Source: an optimization exercise on an open RTL-to-GDS flow (aim: small area and a short achievable clock period). Production flows keep margins and buffers that such runs may drop. In this exercise RTL edits were held to simulation tests only and were not proved equivalent to the original. No activity file was given, so power comes from the tool's default toggle rates.

--- design/flow/design.v ---
package x86_decode_pkg;
    typedef enum logic [2:0] {
        GRP_NONE     = 3'd0,
        GRP_LOCK     = 3'd1,
        GRP_REP      = 3'd2,         
        GRP_SEG      = 3'd3,
        GRP_OPSIZE   = 3'd4,
        GRP_ADDRSIZE = 3'd5
    } prefix_group_e;
    typedef enum logic [1:0] {
        MN_ADD     = 2'd0,
        MN_AND     = 2'd1,
        MN_CALL    = 2'd2,
        MN_UNKNOWN = 2'd3
    } mnemonic_e;
    typedef enum logic [1:0] {
        SIZE8  = 2'b00,
        SIZE16 = 2'b01,
        SIZE32 = 2'b10
    } data_size_e;
    typedef logic [$clog2(16 + 1)-1:0] q_count_t;
    typedef struct packed {
        logic [31:0]                    addr;        
        q_count_t                       count;       
        logic [12-1:0][7:0]  bytes;       
    } byte_window_t;
    typedef struct packed {
        logic [31:0]    addr;
        logic [3:0]     length;          
        mnemonic_e      mnemonic;
        data_size_e     size;
        logic           direction;       
        logic           immediate;       
        logic [7:0]     modrm;           
        logic           opsize;          
        logic [2:0]     prefix_count;
    } instr_info_t;
endpackage
module x86_len_decoder (
    input  logic                        i_clk,
    input  logic                        i_reset,
    input  logic                        i_word_valid,
    input  logic [32-1:0]       i_word,
    output logic                        o_instr_valid,
    output logic [53:0]                 o_instr,         
    output logic                        o_overflow
);
    localparam int NB = 7;                   
    logic                   started;
    logic                   full;            
    logic [4:0]             fill;            
    logic [3:0]             head;            
    logic [3:0]             tail;            
    logic [3:0][31:0]       slots;
    logic [31:0]            rec_addr;
    logic [3:0]             rec_len;
    logic [1:0]             rec_mnemonic;
    logic [1:0]             rec_size;
    logic                   rec_direction;
    logic                   rec_immediate;
    logic [7:0]             rec_modrm;
    logic                   rec_opsize;
    logic [2:0]             rec_pfx;
    logic [3:0]             hs;              
    logic [3:0]             ho;              
    logic [31:0]            w0, w1;
    logic [15:0]            w2;
    logic [9:0][7:0]        win;
    logic [NB-1:0][7:0]     b;
    always_comb begin
        w0 = '0;
        w1 = '0;
        w2 = '0;
        for (int s = 0; s < 4; s++) begin
            w0 = w0 | ({32{hs[s]}} & slots[s]);
            w1 = w1 | ({32{hs[s]}} & slots[(s + 1) % 4]);
            w2 = w2 | ({16{hs[s]}} & slots[(s + 2) % 4][15:0]);
        end
        win = {w2, w1, w0};
        for (int i = 0; i < NB; i++) begin
            b[i] = '0;
            for (int o = 0; o < 4; o++) b[i] = b[i] | ({8{ho[o]}} & win[o + i]);
        end
    end
    function automatic logic [4:0] grp(input logic [7:0] x);
        grp = 5'd0;
        case (x)
            8'hF0:                          grp[0] = 1'b1;
            8'hF2, 8'hF3:               grp[1] = 1'b1;
            8'h2E, 8'h36, 8'h3E,
            8'h26, 8'h64, 8'h65:          grp[2] = 1'b1;
            8'h66:                        grp[3] = 1'b1;
            8'h67:                      grp[4] = 1'b1;
            default:                            ;
        endcase
    endfunction
    function automatic logic [1:0] mnem(input logic [7:0] op);
        if ((op <= 8'h05) || (op == 8'h80) || (op == 8'h81) || (op == 8'h83))
            mnem = 2'd0;
        else if ((op >= 8'h20) && (op <= 8'h25))
            mnem = 2'd1;
        else if ((op == 8'hE8) || (op == 8'hFF) || (op == 8'h9A))
            mnem = 2'd2;
        else
            mnem = 2'd3;
    endfunction
    function automatic logic [3:0] opc(input logic [7:0] op);
        logic unk;
        unk = (mnem(op) == 2'd3);
        opc = {unk, op == 8'hE8, op[7] && (!op[0] || op[1]), op[7] && op[0] && !op[1]};
    endfunction
    function automatic logic [5:0] mrc(input logic [7:0] m);
        mrc = 6'd0;
        case (m[7:6])
            2'b00: begin
                if (m[2:0] == 3'b100)      mrc[4] = 1'b1;
                else if (m[2:0] == 3'b101) mrc[3] = 1'b1;
                else                       mrc[0] = 1'b1;
            end
            2'b01: begin
                if (m[2:0] == 3'b100)      mrc[2] = 1'b1;
                else if (m[2:0] == 3'b101) mrc[1] = 1'b1;
                else                       mrc[0] = 1'b1;
            end
            2'b10: mrc[3] = 1'b1;
            default: mrc[5] = 1'b1;
        endcase
    endfunction
    logic [4:0][4:0]        g;
    logic [4:0][4:0]        glt;             
    logic [4:1]             ok;              
    logic [4:0]             run;             
    logic [5:0]             at;              
    logic [5:0]             osz;             
    logic [5:0][3:0]        oc;
    logic [6:1][5:0]        mc;
    logic [5:0][7:1]        rl;              
    always_comb begin
        for (int j = 0; j < 5; j++) begin
            g[j] = grp(b[j]);
            glt[j][0] = 1'b0;
            for (int k = 1; k < 5; k++) glt[j][k] = glt[j][k-1] | g[j][k-1];
        end
        for (int j = 1; j < 5; j++) ok[j] = |(g[j] & glt[j-1]);
        run[0] = |g[0];
        for (int j = 1; j < 5; j++) run[j] = run[j-1] && ok[j];
        at[0] = !run[0];
        for (int j = 1; j < 5; j++) at[j] = run[j-1] && !ok[j];
        at[5] = run[4];
        osz[0] = 1'b0;
        for (int j = 1; j < 6; j++) osz[j] = osz[j-1] || g[j-1][3];
        for (int j = 0; j < 6; j++) oc[j] = opc(b[j]);
        for (int j = 1; j < 7; j++) mc[j] = mrc(b[j]);
        for (int j = 0; j < 6; j++) begin
            logic modr;
            modr = !oc[j][3] && !oc[j][2];
            rl[j][1] = oc[j][3];
            rl[j][5] = oc[j][2];
            rl[j][2] = modr && (mc[j+1][0] || (mc[j+1][5] && !oc[j][1] && !oc[j][0]));
            rl[j][3] = modr && (mc[j+1][1] || (mc[j+1][5] && oc[j][1]));
            rl[j][4] = modr && (mc[j+1][2] || (mc[j+1][5] && oc[j][0] && osz[j]));
            rl[j][6] = modr && (mc[j+1][3] || (mc[j+1][5] && oc[j][0] && !osz[j]));
            rl[j][7] = modr && mc[j+1][4];
        end
    end
    logic [1:0]             tidx;
    logic [3:0]             diff;
    assign tidx = {tail[3] | tail[2], tail[3] | tail[1]};
    assign head = {hs[3] | hs[2], hs[3] | hs[1], ho[3] | ho[2], ho[3] | ho[1]};
    assign diff = {tidx, 2'b00} - head;
    assign fill = full ? 5'd16 : {1'b0, diff};
    function automatic logic [17:0] thermo(input logic [4:0] f);
        thermo = 18'd0;
        for (int k = 0; k <= 16; k++) begin
            if (5'(k) <= f) thermo[k] = 1'b1;
        end
    endfunction
    logic [17:0]            fge;
    logic [12:1]            lh;              
    logic [12:0]            t;               
    logic                   complete;
    logic                   no_room;
    always_comb begin
        fge = thermo(fill);
        lh = 12'd0;
        for (int l = 1; l <= 12; l++) begin
            for (int j = 0; j < 6; j++) begin
                if (l - j >= 1 && l - j <= 7) begin
                    if (at[j] && rl[j][l-j]) lh[l] = 1'b1;
                end
            end
        end
        for (int l = 1; l <= 12; l++) t[l] = lh[l] && fge[l];
        complete = |t[12:1];
        t[0] = !complete;
        no_room = 1'b0;
        for (int l = 1; l <= 3; l++) begin
            if (lh[l] && fge[13 + l]) no_room = 1'b1;
        end
    end
    logic [2:0]             pfx;
    logic                   opsize;
    logic [7:0]             opcode;
    logic [7:0]             modrm;
    logic [1:0]             mnemonic;
    logic [3:0]             take;
    always_comb begin
        pfx = 3'd0;
        opsize = 1'b0;
        opcode = 8'h00;
        modrm  = 8'h00;
        mnemonic = 2'd0;
        for (int j = 0; j < 6; j++) begin
            if (at[j]) begin
                pfx      = pfx | 3'(j);
                opsize   = opsize | osz[j];
                opcode   = opcode | b[j];
                mnemonic = mnemonic | mnem(b[j]);
                if (!oc[j][3] && !oc[j][2]) modrm = modrm | b[j+1];
            end
        end
        take = 4'd0;
        for (int l = 1; l <= 12; l++) begin
            if (t[l]) take = take | 4'(l);
        end
    end
    logic                   append;
    logic                   do_write;
    logic                   to_full;         
    logic [3:0]             hs_next;
    logic [3:0]             ho_next;
    assign append    = i_word_valid && started;
    assign do_write  = append && !no_room;
    logic [3:0]             tm;              
    logic [3:0]             tq;              
    logic                   wrap;
    logic [3:0]             hs_a, hs_b;
    always_comb begin
        tm = 4'd0;
        tq = 4'd0;
        for (int l = 0; l <= 12; l++) begin
            if (t[l]) begin
                tm[l % 4] = 1'b1;
                tq[l / 4] = 1'b1;
            end
        end
        ho_next = 4'd0;
        wrap    = 1'b0;
        for (int r = 0; r < 4; r++) begin
            for (int o = 0; o < 4; o++) begin
                if (tm[r] && ho[o]) begin
                    ho_next[(o + r) % 4] = 1'b1;
                    if (o + r >= 4) wrap = 1'b1;
                end
            end
        end
        hs_a = 4'd0;
        hs_b = 4'd0;
        for (int q = 0; q < 4; q++) begin
            for (int k = 0; k < 4; k++) begin
                if (tq[q] && hs[k]) begin
                    hs_a[(k + q) % 4]     = 1'b1;
                    hs_b[(k + q + 1) % 4] = 1'b1;
                end
            end
        end
        hs_next = wrap ? hs_b : hs_a;
    end
    always_comb begin
        to_full = 1'b0;
        for (int l = 0; l <= 4; l++) begin
            if (t[l] && fge[12 + l] && !fge[13 + l]) to_full = 1'b1;
        end
    end
    always_ff @(posedge i_clk) begin
        if (i_reset) begin
            started       <= 1'b0;
            full          <= 1'b0;
            hs            <= 4'd1;
            ho            <= 4'd1;
            tail          <= 4'd1;
            o_overflow    <= 1'b0;
            o_instr_valid <= 1'b0;
        end else begin
            if (i_word_valid) started <= 1'b1;
            full          <= do_write && to_full;
            hs            <= hs_next;
            ho            <= ho_next;
            if (do_write) tail <= {tail[2:0], tail[3]};
            if (append && no_room) o_overflow <= 1'b1;
            o_instr_valid <= complete;
        end
    end
    always_ff @(posedge i_clk) begin
        for (int s = 0; s < 4; s++) begin
            if (tail[s] && !no_room) slots[s] <= i_word;
        end
    end
    always_ff @(posedge i_clk) begin
        if (i_word_valid && !started) rec_addr <= i_word;
        else                          rec_addr <= rec_addr + 32'(rec_len);
        rec_len       <= take;
        rec_mnemonic  <= mnemonic;
        rec_size      <= !opcode[0] ? 2'd0 : (opsize ? 2'd1 : 2'd2);
        rec_direction <= opcode[1];
        rec_immediate <= opcode[7];
        rec_modrm     <= modrm;
        rec_opsize    <= opsize;
        rec_pfx       <= pfx;
    end
    assign o_instr = {rec_addr, rec_len, rec_mnemonic, rec_size, rec_direction,
                      rec_immediate, rec_modrm, rec_opsize, rec_pfx};
endmodule
--- design/flow/flow/run.sh ---
#!/bin/bash
set -euo pipefail
bash standard.sh SETUP_SLACK_MARGIN=11.5 \
    "SETUP_MOVE_SEQUENCE=unbuffer,sizeup,swap" \
    "BUFFER_PORTS_ARGS=-buffer_cell sky130_fd_sc_hd__buf_1" \
    finish > standard_flow.log 2>&1
--- design/flow/standard.sh ---
#!/bin/bash
# synth_recipe.tcl (not shown) runs the flow's synth.tcl, then flattens the netlist and writes it again
# the make line also repeats each setting of config.mk as NAME=value (left out here)
make -C /OpenROAD-flow-scripts/flow DESIGN_CONFIG=/design/flow/config.mk WORK_HOME=/design/flow/orfs CLKGATE_MAP_FILE= SYNTH_SCRIPT=/design/flow/synth_recipe.tcl "${@:-finish}"
--- design/flow/config.mk ---
export PLATFORM = sky130hd
export DESIGN_NAME = x86_len_decoder
export DESIGN_NICKNAME = x86_len_decoder
export VERILOG_FILES = /design/flow/design.v
export SDC_FILE = /design/flow/constraint.sdc
export NUM_CORES = 4
export LEC_CHECK = 0
export CAP_MARGIN = 10
export CORE_MARGIN = 2
export CORE_UTILIZATION = 40
export CTS_BUF_LIST = sky130_fd_sc_hd__clkbuf_8
export GPL_ROUTABILITY_DRIVEN = 0
export SLEW_MARGIN = 10
export TNS_END_PERCENT = 0
--- design/flow/constraint.sdc ---
create_clock -name core_clock -period 16.5 [get_ports {i_clk}]
set_input_delay 3.3000 -clock core_clock [delete_from_list [all_inputs] [get_ports {i_clk}]]
set_output_delay 3.3000 -clock core_clock [all_outputs]
set_load 0.01 [all_outputs]
==> summary.txt <==
-- power breakdown --
part / internal, mW / switching [mW] / leakage [nW] / total, mW
clock network: 0.138 / 0.167 / 0.203 / 0.305
logic: 0.630 / 1.46 / 2.80 / 2.09
registers: 0.630 / 0.0544 / 1.78 / 0.684
-- what timing repair did --
action	in CTS	in global routing
endpoints found under the setup margin	137	142
hold buffers	0	0
gates cloned	0	0
pin swaps	0	11
gates resized for setup	11	74
-- logic make-up (layout without fill, tap and decap cells) --
kind of cell    after synthesis  count (layout)  synth area share (%)
buf+inv                     119             164                  4.49
xor+xnor                     34              34                  2.20
fa+ha+maj                     7               7                 0.701
simple gates                461             461                  17.6
mux                          11              11                 0.830
flops                       198             198                  38.7
compound gates              666             666                  35.5
-- per-stage QoR --
step | area [sq um] | hold slack, ps | util, % | instances
2_1_floorplan | 13600 | 470 | - | 1496
3_3_place_gp | 14100 | 448 | 42.2 | 1957
3_5_place_dp | 14100 | 466 | 42.2 | 1957
4_1_cts | 14600 | 489 | 43.5 | 1989
5_1_grt | 14900 | 516 | 44.5 | 1989
6_report | 14900 | 484 | 44.5 | 1989
-- layout make-up --
cell class	count	area (sq um)	area share, %
tap	448	561	3.77
multi-input combinational	1179	8030	54.0
sequential	198	5250	35.3
inverter	19	78.8	0.530
timing repair buffer	113	567	3.81
clock inverter	14	138	0.926
clock buffer	18	248	1.67
-- path summary, 6_finish.rpt --
path         depth (start not counted)  startpoint  slack, ps         end
min                                  2  o_overflow        480  o_overflow
max reg2reg                         16       hs[1]      11720       hs[2]
min reg2reg                          2  o_overflow        480  o_overflow
max                                 16       hs[1]      11720       hs[2]
-- registers in the layout (all words and copies together), names as in the netlist, 2 cells and up --
| name | flops |
|---|---|
| ho | 4 |
| rec_modrm | 8 |
| tail | 4 |
| rec_len | 4 |
| slots | 128 |
| rec_addr | 32 |
| rec_pfx | 3 |
| hs | 4 |
| rec_size | 2 |
| rec_mnemonic | 2 |
-- placed cells by master, fill, tap and decap left out, types with 19 or more instances in the layout --
cell / netlist / layout
nor3_1: 28 / 25
o211ai_1: 19 / 19
a22o_1: 139 / 139
o2111ai_1: 33 / 22
nand4_1: 44 / 44
o2111a_1: 24 / 21
buf_1: 8 / 90
a22oi_1: 29 / 29
nand2_1: 105 / 105
nand3_1: 50 / 50
o21ai_0: 199 / 192
nor2_1: 101 / 93
o21ai_1: 27 / 32
a21oi_1: 66 / 63
and3_1: 24 / 24
inv_1: 19 / 21
edfxtp_1: 128 / 128
dfxtp_1: 70 / 66
xnor2_1: 23 / 23
-- metal layers --
layer / share of wire, % / vias to the layer above
met5: 0 / -
met3: 9.5 / 143
met1: 42 / 6386
met4: 4.1 / 0
met2: 44 / 780
li1: - / 6063
-- worst reg2reg max path: stages (launching register included) --
cell	delay, ps
dfxtp_2	330
buf_8	210
a22o_1	410
a221oi_4	430
o2111ai_4	230
and3_1	250
a32o_1	310
a211oi_4	460
a21o_4	250
nor3_1	80
buf_4	200
a222oi_1	530
o211ai_2	260
nor3_4	360
a31oi_4	90
mux2i_1	190
nor2_1	50
==> results.toml <==
[placed_design]
detailed_place_hpwl_um = 35600
buffer_ports.inserted = 90
post-place-ws_ps = 11200

[finish]
num-fill-cells = 3298
final_nets = 1570
syn2layout_area_growth_pct = 9.66
fraction_of_layout_instances_using_a_drive_strength_above_1_pct = 9.09
antenna-diode-count = 0

[job]
maximum_capacitance_violations = 0

[logic_synthesis]
synth_cell_area_sq_um = 13600
synth-async-reset-ratio_pct = 0
number_of_enable_type_register_cells_in_the_synthesized_netlist = 128
synthTopCellsByCount = "o21ai_0 (199), a22o_1 (139), edfxtp_1 (128)"
synth_largest_area_cell = "edfxtp_1"
synth_ff_type = "edfxtp_1"
yosys.cell_count.top_type = "o21ai_0"
avgSynthCellArea_sq_um = 9.06
syn-num-nets = 1538
netlist-cell-type-count = 90
synth.area.top_cells = "edfxtp_1 (28%), dfxtp_1 (10%), a22o_1 (9.0%)"
netlist_instances = 1496
sequential_element_share_of_the_synthesized_area_pct = 38.7
synth.ff_latch_count = 198
ys.warnings.count = 1
yosys.area.top_type_share_pct = 28.3

[timing]
setup_total_negative_slack_ps = 0
relSlewSlack_pct = 21.9
rsz0062_at_grt = "no"
slew_viol_final = 0
worst_slack_ps = 11720
fmax_ghz = 0.209
final_period_minus_worst_setup_slack_ps = 4780
min_period_over_period_pct = 29.0
fin_skew_ps = 22.6
finalHoldViolCount = 0
tightestPinTransition_ps = 1170
finalSetupViolations = 0

[min_path]
min_path_type = "flop to flop"

[global_route]
globalRouteTotalUtil_pct = 26.8
grt_pass1_wl_um = 73300
use_met3_pct = 5.80
gr-usage-met2_pct = 41.2
antenna_violations_before_repair = 1
met1_usage_pct = 36.2
global_route_layer_with_the_greatest_usage = "met2"
grt_start_max_net_pins = 87
grt_overflow_total = 0
first_global_vias = 12200

[setup_path]
worst_ep_arrival_time_ps = 5130
path_max_fanout = 85
critical-path-max-stage-delay_ps = 530
top_delay_family_on_crit_path = "compound AO/OA/AOI/OAI gates"
crit_buf_inv = 2
worstPathRequired_ps = 16850
cpMaxStageDelayCell = "a222oi_1"
crit_path_start_kind = "flop"
critical_path_cell_list = "buf_8 > a22o_1 > a221oi_4 > o2111ai_4 > and3_1 > a32o_1 > a211oi_4 > a21o_4 > nor3_1 > buf_4 > a222oi_1 > o211ai_2 > nor3_4 > a31oi_4 > mux2i_1 > nor2_1"
timing.setup.critical_path_class = "flop to flop"
capturing_element_type_of_the_critical_path = "flop"

[pwr]
cellLeakagePower_nw = 4.78
power_density_nw_per_um2 = 207
finalPower_mw = 3.08
vdd_drop_max_v = 0.0000797

[clock_network]
tritoncts = "built"
clock_tree.buffer_depth = 2
worst_skew_pair.late_latency_ps = 500
post-cts-setup-buffers = 0
clk_transition_reported_paths_ps = 90
clock-root-buffer = "clkbuf_8"
cts_inserted_buffers = 17
clock-sinks = 198
clock_tree.htree_level_count = 4

[detailed_routing]
drt_pre_antenna_iters = 7
routed_via_density = 6.72
drt_first_iter_violations = 1922
route.antenna.remaining_nets = 0
wirelength_um = 47900
wire_per_inst_um = 24.1
detailroute.via_count = 13400
detail_route.drc_violations = 0

[floorplanning]
initial_utilization_pct = 40.5
floorplan.die_area_sq_um = 35400
die_h_um = 188
top_level_ports = 91
design.core.area_sq_um = 33400
chipWidth_um = 188
rows = 67

[status]
status = "timing/DRC/antenna clean"

## afterwards: timing with drivers on the ports
In the flow no input, the clock included, has a driving cell. The finished layout below was timed again as built, in two steps.
Step 1 (the two cells are an assumption about what drives the block):
set clk [get_ports {i_clk}]
set_driving_cell -lib_cell sky130_fd_sc_hd__clkbuf_16 $clk
set_driving_cell -lib_cell sky130_fd_sc_hd__buf_2 [delete_from_list [all_inputs] $clk]
Step 2 also shifts input and output timing later by t, the mid clock arrival at the registers, as if the neighbouring blocks saw the same clock.
a / b / c = ideal ports / drivers / drivers and shift; a / b = the first two.
shift t [ns]: 0.544
slack for setup (ns): 11.718 / 11.717 / 11.717
worst setup path after step 2: register to register
worst register clock-pin slew, ns: 0.10 / 0.10
worst data-port slew with drivers (ns): 0.04
After both steps setup and hold are still met in this run. The setup slack of this run moves by -0.001 ns with the drivers and by -0.001 ns with both steps.
